Source: an optimization exercise on an open RTL-to-GDS flow (aim: small area, a short achievable clock period and few clock cycles). Production flows keep margins and buffers that such runs may drop.
The RTL was checked by simulation tests, not by an equivalence proof against the original design.
No activity file was given, so power comes from the tool's default toggle rates.

JK:
## event_sched_top
module event_sched_top #(
    parameter int NS = 3
) (
    input  logic        clk,
    input  logic        rst_n,
    input  logic [15:0] event_addr,
    input  logic        event_valid,
    output logic        event_ready,
    output logic [15:0] window_addr,
    output logic        window_valid,
    input  logic        window_ready
);
For scale: about 1000 cells after synthesis, ~140 flip-flops, ~8600 µm² of cells after synthesis.
export LEC_CHECK = 0
export ABC_AREA = 1
export CAP_MARGIN = 20
export CORE_MARGIN = 2
export CORE_UTILIZATION = 40
export CTS_BUF_LIST = sky130_fd_sc_hd__clkbuf_8
export PLACE_DENSITY = 0.85
export SETUP_SLACK_MARGIN = 0.5
export SLEW_MARGIN = 20
create_clock -name core_clock -period 14.5 [get_ports {clk}]
standard.sh (not shown) runs the stock make flow with config.mk's settings and CLKGATE_MAP_FILE= SYNTH_SCRIPT=/design/flow/synth_recipe.tcl, a recipe that flattens the netlist after the stock synthesis.
==> flow/flow/run.sh <==
#!/bin/bash
# The standard layout (the standard.sh, standard synthesis included), with
# three changes in how it is made:
#  - the ports get plain buffers (buf_1, upsized by repair where timing needs
#    it) in place of the default delay-cell buffers;
#  - the clock tree uses clkbuf_8 and no dummy loads;
#  - timing repair aims for 10.3 ns of setup slack at the design's clock
#    period, so the layout reaches a shorter period than the clock asks for.
# Each tool's full output goes to standard_flow.log in this folder (and ORFS's
# own per-step logs under orfs/logs/).
set -euo pipefail
export BUFFER_PORTS_ARGS="-buffer_cell sky130_fd_sc_hd__buf_1"
export CTS_ARGS="-sink_clustering_enable -repair_clock_nets -buf_list sky130_fd_sc_hd__clkbuf_8 -dont_use_dummy_load"
bash standard.sh SETUP_SLACK_MARGIN=10.3 finish > standard_flow.log 2>&1
JK completed end to end with timing, DRC and antenna clean.
Testbench counts of JK, summed over its fixed seeds: cycles 16,712.
Edits applied to the flow inputs when going from JK to MS:
diff --git a/flow/flow/run.sh b/flow/flow/run.sh
--- a/flow/flow/run.sh
+++ b/flow/flow/run.sh
@@ -7 +7 @@
-#  - timing repair aims for 10.3 ns of setup slack at the design's clock
+#  - timing repair aims for 10.5 ns of setup slack at the design's clock
@@ -14 +14 @@
-bash standard.sh SETUP_SLACK_MARGIN=10.3 finish > standard_flow.log 2>&1
+bash standard.sh SETUP_SLACK_MARGIN=10.5 finish > standard_flow.log 2>&1
Findings:
- MS | status: complete | timing, DRC, antenna: pass
- JK and MS ended up with roughly the same proportion of power drawn by the clock network.
- Number of global-route vias before repair of MS falls short of that of JK by a few percent.
- From JK to MS the numbers moved as follows: logic depth of the worst register-to-register path has decreased; fraction of area in non-clock buffers went up; fraction of layout instances using a drive strength above 1 went up 2.4 points.
- Setup WNS JK -> MS: better
- Compared with JK, in MS number of standard cells in the final layout excluding fillers shows an increase of about 1.3%; effective utilization at floorplan has remained practically unchanged; final core utilization now sits higher.
diff inputs: MS => AL
diff --git a/flow/flow/run.sh b/flow/flow/run.sh
--- a/flow/flow/run.sh
+++ b/flow/flow/run.sh
@@ -7 +7 @@
-#  - timing repair aims for 10.5 ns of setup slack at the design's clock
+#  - timing repair aims for 10.4 ns of setup slack at the design's clock
@@ -14 +14 @@
-bash standard.sh SETUP_SLACK_MARGIN=10.5 finish > standard_flow.log 2>&1
+bash standard.sh SETUP_SLACK_MARGIN=10.4 finish > standard_flow.log 2>&1
### Flow results
Compared with MS, AL shows a lower synthesis-to-finish area growth.
AL ends up with a number of resized instances in the post-cts repair step that is 3 lower than in MS.
On maximum frequency, the lower figure sits with AL, not MS.
Of AL and MS, AL shows the lower via count of the first global-routing pass, with MS above it.
Worst-case setup margin in the final layout (lower): AL
Wire: AL routes less than MS
Area share of fa/ha/maj cells after synthesis came out exactly the same in AL and MS.
Between MS and AL, the final weighted congestion in routability-driven placement figures differ only marginally.
The sequential cell area on MS is in line with that on AL.
As far as maximum number of pins on one net before global-route repair goes, AL and MS are indistinguishable; the numbers are identical.
Input-level comparison between TR and AL:
diff --git a/flow/flow/run.sh b/flow/flow/run.sh
--- a/flow/flow/run.sh
+++ b/flow/flow/run.sh
@@ -7 +7 @@
-#  - timing repair aims for 10.4 ns of setup slack at the design's clock
+#  - timing repair aims for 10.5 ns of setup slack at the design's clock
@@ -13,2 +13,2 @@
-export CTS_ARGS="-sink_clustering_enable -repair_clock_nets -buf_list sky130_fd_sc_hd__clkbuf_8 -dont_use_dummy_load"
-bash standard.sh SETUP_SLACK_MARGIN=10.4 finish > standard_flow.log 2>&1
+export CTS_ARGS="-sink_clustering_enable -repair_clock_nets -root_buf sky130_fd_sc_hd__clkbuf_8 -buf_list {sky130_fd_sc_hd__clkbuf_4 sky130_fd_sc_hd__clkbuf_8} -dont_use_dummy_load"
+bash standard.sh SETUP_SLACK_MARGIN=10.5 finish > standard_flow.log 2>&1
Notes after the runs:
TR ran to completion and came out clean on the timing, DRC and antenna checks. Max sequential share of layout area across AL and TR: AL. Going from AL to TR, the minimum clock period after layout was found to have gone down by 0.062 ns. Compared with AL, in TR setup slack of the critical path after layout increased by 0.062 ns relative to the old numbers, count of unresolved DRC violations after routing closely matched the old numbers, total wirelength of the detailed-routed design increased by 120 µm relative to the old numbers, filler-free cell count of the finished design increased by 1.2% relative to the old numbers, global-route usage closely matched the old numbers. Across both runs, first-pass GRT wire length was higher for TR than for AL. Die span in x: AL vs TR — no meaningful difference.

* * *

The RTL this note starts from:
==> flow/design.v <==
`timescale 1ns/1ps
`default_nettype none
package event_sched_pkg;
    localparam int ADDR_W     = 16;
    localparam int COORD_W    = 8;
    localparam int ROW_STRIDE = 256;
    parameter int HALF_WIN    = 2;
    parameter int QUEUE_DEPTH = 16;
    function automatic logic lt8(input logic [7:0] a, input logic [7:0] b);
        logic r;
        r = 1'b0;
        for (int i = 0; i < 8; i++) r = (~a[i] & b[i]) | (~a[i] & r) | (b[i] & r);
        lt8 = r;
    endfunction
    function automatic logic lt16(input logic [15:0] a, input logic [15:0] b);
        logic r;
        r = 1'b0;
        for (int i = 0; i < 16; i++) r = (~a[i] & b[i]) | (~a[i] & r) | (b[i] & r);
        lt16 = r;
    endfunction
endpackage
`default_nettype wire
`timescale 1ns/1ps
`default_nettype none
module todo_lane (
    input  logic       seg_vld,
    input  logic [7:0] seg_top,
    input  logic [7:0] seg_lo,
    input  logic [7:0] seg_hi,
    input  logic [8:0] row,
    input  logic [7:0] col,
    input  logic [7:0] col_inc,
    output logic       act,
    output logic       cont,
    output logic       cov1,
    output logic       later
);
    logic [9:0] d;      
    logic       ge0, le3, le4, eqm1;
    assign d    = {row[8], row} - {2'b00, seg_top};
    assign ge0  = !d[9];
    assign le4  = ge0 && (d[8:0] <= 9'd4);
    assign le3  = ge0 && (d[8:0] <= 9'd3);
    assign eqm1 = (d == 10'h3ff);
    assign act   = seg_vld && le4 && event_sched_pkg::lt8(col, seg_hi);
    assign cont  = act && !event_sched_pkg::lt8(col_inc, seg_lo);
    assign cov1  = seg_vld && (le3 || eqm1);
    assign later = seg_vld && d[9] && !eqm1;
endmodule
`default_nettype wire
`timescale 1ns/1ps
`default_nettype none
module window_picker #(
    parameter int N = 5
) (
    input  logic [N-1:0]   mask,
    input  logic [N*N-1:0] ord,
    output logic [N-1:0]   pick
);
    always_comb begin
        for (int i = 0; i < N; i++) begin
            pick[i] = mask[i];
            for (int j = 0; j < N; j++) begin
                if (j != i && mask[j] && !ord[i*N+j]) pick[i] = 1'b0;
            end
        end
    end
endmodule
`default_nettype wire
`timescale 1ns/1ps
`default_nettype none
module sched_ctrl (
    input  logic [7:0] ev_top,
    input  logic [7:0] ev_lo,
    input  logic       cur_vld,
    input  logic [7:0] cur_top,
    input  logic [7:0] cur_hc,
    output logic       fresh,
    output logic       merge
);
    assign fresh = !cur_vld || event_sched_pkg::lt16({cur_top, cur_hc}, {ev_top, ev_lo});
    assign merge = cur_vld && (ev_top == cur_top)
                   && !event_sched_pkg::lt8(cur_hc + 8'd5, ev_lo);
endmodule
`default_nettype wire
`timescale 1ns/1ps
`default_nettype none
module event_sched_top #(
    parameter int NS = 3
) (
    input  logic        clk,
    input  logic        rst_n,
    input  logic [15:0] event_addr,
    input  logic        event_valid,
    output logic        event_ready,
    output logic [15:0] window_addr,
    output logic        window_valid,
    input  logic        window_ready
);
    localparam int N = NS + 1;
    logic [N-1:0]  seg_vld;
    logic [7:0]    seg_top [N];
    logic [7:0]    seg_lo  [N];
    logic [7:0]    seg_hi  [N];
    logic [NS-1:0] lo_le [NS];
    logic [7:0]    ev_top;   
    logic [7:0]    ev_lo;
    logic          multi;    
    logic          rdy;      
    logic [15:0]   pos;      
    logic          wv;
    logic          first;    
    logic          fresh, merge;
    logic          room, consume, open_seg;
    logic [NS-1:0] alloc;
    assign event_ready  = rdy;
    assign window_valid = wv;
    assign window_addr  = pos;
    sched_ctrl sched_ctrl_inst (
        .ev_top(ev_top),
        .ev_lo(ev_lo),
        .cur_vld(seg_vld[NS]),
        .cur_top(seg_top[NS]),
        .cur_hc(seg_hi[NS]),
        .fresh(fresh),
        .merge(merge)
    );
    assign room     = !seg_vld[NS] || !(&seg_vld[NS-1:0]);
    assign consume  = !rdy && (!fresh || merge || room);
    assign open_seg = !rdy && fresh && !merge && room;
    always_comb begin
        alloc = '0;
        for (int s = NS - 1; s >= 0; s--) begin
            if (!seg_vld[s]) alloc = NS'(1) << s;
        end
        if (!(open_seg && seg_vld[NS])) alloc = '0;
    end
    logic [8:0]   R;         
    logic [7:0]   C, R1, C1;
    logic [N-1:0] act, cont, cov1, later;
    logic [N*N-1:0] lo_before;
    logic [N-1:0] pick_in, pick_c1;
    logic [7:0]   ht, hc;
    logic         lo_early;
    assign R  = {first, pos[15:8] | {8{first}}};
    assign C  = pos[7:0];
    assign R1 = R[7:0] + 8'd1;
    assign C1 = C + 8'd1;
    for (genvar s = 0; s < NS; s++) begin : g_seg
        todo_lane todo_lane_inst (
            .seg_vld(seg_vld[s]),
            .seg_top(seg_top[s]),
            .seg_lo(seg_lo[s]),
            .seg_hi(seg_hi[s]),
            .row(R),
            .col(C),
            .col_inc(C1),
            .act(act[s]),
            .cont(cont[s]),
            .cov1(cov1[s]),
            .later(later[s])
        );
    end
    assign ht = seg_top[NS];
    assign hc = seg_hi[NS];
    logic       r_eq, r1_eq, r_lt, r1_lt, c1_lt;
    logic [9:0] dr;    
    assign dr    = {R[8], R} - {2'b00, ht};
    assign r_eq  = (dr == 10'd0);
    assign r1_eq = (dr == 10'h3ff);
    assign r_lt  = dr[9];
    assign r1_lt = dr[9] && !r1_eq;
    assign c1_lt = event_sched_pkg::lt8(C1, hc);
    assign act[NS]   = seg_vld[NS] && r_eq && c1_lt;
    assign cont[NS]  = act[NS] && !event_sched_pkg::lt8(C1, seg_lo[NS]);
    assign cov1[NS]  = seg_vld[NS] && r1_eq;
    assign later[NS] = seg_vld[NS] && r1_lt;
    assign lo_early = multi;
    logic [NS-1:0] cur_first;
    always_comb begin
        for (int j = 0; j < NS; j++) begin
            cur_first[j] = !event_sched_pkg::lt8(seg_lo[j], seg_lo[NS]);
        end
    end
    always_comb begin
        for (int i = 0; i < N; i++) begin
            for (int j = 0; j < N; j++) begin
                if (i == NS)      lo_before[i*N+j] = (j == NS) ? 1'b0 : cur_first[j];
                else if (j == NS) lo_before[i*N+j] = !cur_first[i];
                else if (i < j)   lo_before[i*N+j] = lo_le[i][j];
                else              lo_before[i*N+j] = !lo_le[j][i];
            end
        end
    end
    window_picker #(.N(N)) pick_in_inst (.mask(act),   .ord(lo_before),  .pick(pick_in));
    window_picker #(.N(N)) pick_c1_inst (.mask(cov1),  .ord(lo_before),  .pick(pick_c1));
    logic        any_act, any_cont, any_c1, any_l;
    logic [7:0]  lo_in, lo_c1;
    logic        early_in, early_c1;
    logic        due;
    logic [15:0] nxt;
    logic        free;     
    logic        skip;     
    assign any_act  = |act;
    assign any_cont = |cont;
    assign any_c1   = |cov1;
    assign any_l    = |later;
    always_comb begin
        lo_in = '0; lo_c1 = '0;
        for (int s = 0; s < N; s++) begin
            lo_in    = lo_in    | ({8{pick_in[s]}} & seg_lo[s]);
            lo_c1    = lo_c1    | ({8{pick_c1[s]}} & seg_lo[s]);
        end
    end
    assign early_in = act[NS] && (!pick_in[NS] || lo_early);
    assign early_c1 = !pick_c1[NS] || lo_early;
    always_comb begin
        if (any_act) begin
            nxt = {R[7:0], any_cont ? C1 : lo_in};
            due = r_lt || (r_eq && (any_cont ? c1_lt : early_in));
        end else if (any_c1) begin
            nxt = {R1, lo_c1};
            due = r1_lt || (r1_eq && early_c1);
        end else begin
            nxt = {R1, 8'hff};
            due = 1'b0;
        end
    end
    assign free = !wv || window_ready;
    assign skip = !any_act && !any_c1 && any_l;
    always_ff @(posedge clk) begin
        if (rdy && event_valid) begin
            ev_top <= event_addr[15:8] - 8'd2;
            ev_lo  <= event_addr[7:0] - 8'd2;
        end
        for (int s = 0; s < NS; s++) begin
            if (alloc[s]) begin
                seg_top[s] <= seg_top[NS];
                seg_lo[s]  <= seg_lo[NS];
                seg_hi[s]  <= seg_hi[NS] + 8'd4;
                for (int j = 0; j < NS; j++) begin
                    if (j < s) lo_le[j][s] <= !cur_first[j];
                    if (j > s) lo_le[s][j] <= cur_first[j];
                end
            end
        end
        if (open_seg) begin
            seg_top[NS] <= ev_top;
            seg_lo[NS]  <= ev_lo;
            multi       <= 1'b0;
        end else if (consume && fresh) begin
            multi       <= 1'b1;
        end
        if (consume && fresh) begin
            seg_hi[NS] <= ev_lo;
        end
        if (free && (due || skip)) begin
            pos <= nxt;
        end
    end
    always_ff @(posedge clk or negedge rst_n) begin
        if (!rst_n) begin
            seg_vld <= '0;
            rdy     <= 1'b1;
            wv      <= 1'b0;
            first   <= 1'b1;
        end else begin
            seg_vld[NS-1:0] <= (seg_vld[NS-1:0] & (act[NS-1:0] | cov1[NS-1:0] | later[NS-1:0]))
                               | alloc;
            if (open_seg) seg_vld[NS] <= 1'b1;
            rdy <= rdy ? !event_valid : consume;
            if (free) begin
                wv <= due;
                if (due || skip) first <= 1'b0;
            end
        end
    end
endmodule
`default_nettype wire
clock: 14.5 ns
lec_check: 0
abc_area: 1
cap_margin: 20
core_margin: 2
core_utilization: 40
cts_buf_list: sky130_fd_sc_hd__clkbuf_8
setup_slack_margin: 0.5
slew_margin: 20
==> flow/flow/run.sh <==
#!/bin/bash
# The standard layout, with faster port buffers than the default choice, a
# clock tree without dummy loads, and timing repair aiming well past the
# clock period's needs.
set -euo pipefail
export BUFFER_PORTS_ARGS="-buffer_cell sky130_fd_sc_hd__buf_2"
export CTS_ARGS="-sink_clustering_enable -repair_clock_nets -buf_list sky130_fd_sc_hd__clkbuf_8 -dont_use_dummy_load"
bash standard.sh SETUP_SLACK_MARGIN=10.4 finish > standard_flow.log 2>&1
Testbench counts at the start, summed over its fixed seeds: cycles 16,698.
Edit:
--- a/flow/flow/run.sh
+++ b/flow/flow/run.sh
@@ -4,5 +4,5 @@
 # clock period's needs.
 set -euo pipefail
-export BUFFER_PORTS_ARGS="-buffer_cell sky130_fd_sc_hd__buf_2"
+export BUFFER_PORTS_ARGS="-buffer_cell sky130_fd_sc_hd__buf_1"
 export CTS_ARGS="-sink_clustering_enable -repair_clock_nets -buf_list sky130_fd_sc_hd__clkbuf_8 -dont_use_dummy_load"
 bash standard.sh SETUP_SLACK_MARGIN=10.4 finish > standard_flow.log 2>&1
Settings changed: CORE_UTILIZATION 40 to 55.
The new run finished with timing, DRC and antenna clean.
Utilization goes up by 17 points.
Via count goes up by 1.2%.
Sequential share of layout area goes up by 0.13 points.
Routed wire length goes down by 3.1%.
Worst setup slack is better by 5.8 ps.
Final cell count goes down by 6.1%.
Critical path depth stays the same.
Edit:
--- a/flow/flow/run.sh
+++ b/flow/flow/run.sh
@@ -4,5 +4,5 @@
 # clock period's needs.
 set -euo pipefail
-export BUFFER_PORTS_ARGS="-buffer_cell sky130_fd_sc_hd__buf_1"
+export BUFFER_PORTS_ARGS="-buffer_cell sky130_fd_sc_hd__buf_4"
 export CTS_ARGS="-sink_clustering_enable -repair_clock_nets -buf_list sky130_fd_sc_hd__clkbuf_8 -dont_use_dummy_load"
 bash standard.sh SETUP_SLACK_MARGIN=10.4 finish > standard_flow.log 2>&1
Settings changed: CORE_UTILIZATION 55 to 40.
Outcome:
- final cell count climbs by 6.1%
- synthesized area is unchanged
- sequential share of layout area falls by 0.15 points
- via count came out lower by 1.9%
- sequential power is about the same
- clock power stays flat

## afterwards: timing with drivers on the ports
Ports are ideal in the flow. The routed layouts listed here were re-timed in OpenROAD.
Step 1 assumes that a clkbuf_16 drives the clock port and a buf_2 every other input.
Step 2 adds t to the input delays and takes it off the output delays; t is the mean of the earliest and latest rising clock arrival at the registers after step 1. Input paths then give back, and output paths get back, about the clock's delay inside the block.
Slacks: no drivers / after step 1 / after step 2; pairs: no drivers / after step 1.
run | t, ns | setup slack, ns | worst setup path after step 2 | clock arrival spread, ns
JK | 0.491 | 10.391 / 10.355 / 10.587 | register to register | 0.027 / 0.027
MS | 0.495 | 10.492 / 10.456 / 10.710 | register to register | 0.029 / 0.028
AL | 0.494 | 10.430 / 10.394 / 10.628 | register to register | 0.029 / 0.029
TR | 0.495 | 10.492 / 10.456 / 10.710 | register to register | 0.029 / 0.028
the first run of note 2 | 0.481 | 10.439 / 10.399 / 10.571 | register to register | 0.028 / 0.027
the second run of note 2 | 0.477 | 10.445 / 10.404 / 10.555 | input to register | 0.027 / 0.028
the third run of note 2 | 0.474 | 10.440 / 10.400 / 10.568 | input to register | 0.024 / 0.024
After both steps every run listed still meets setup and hold.
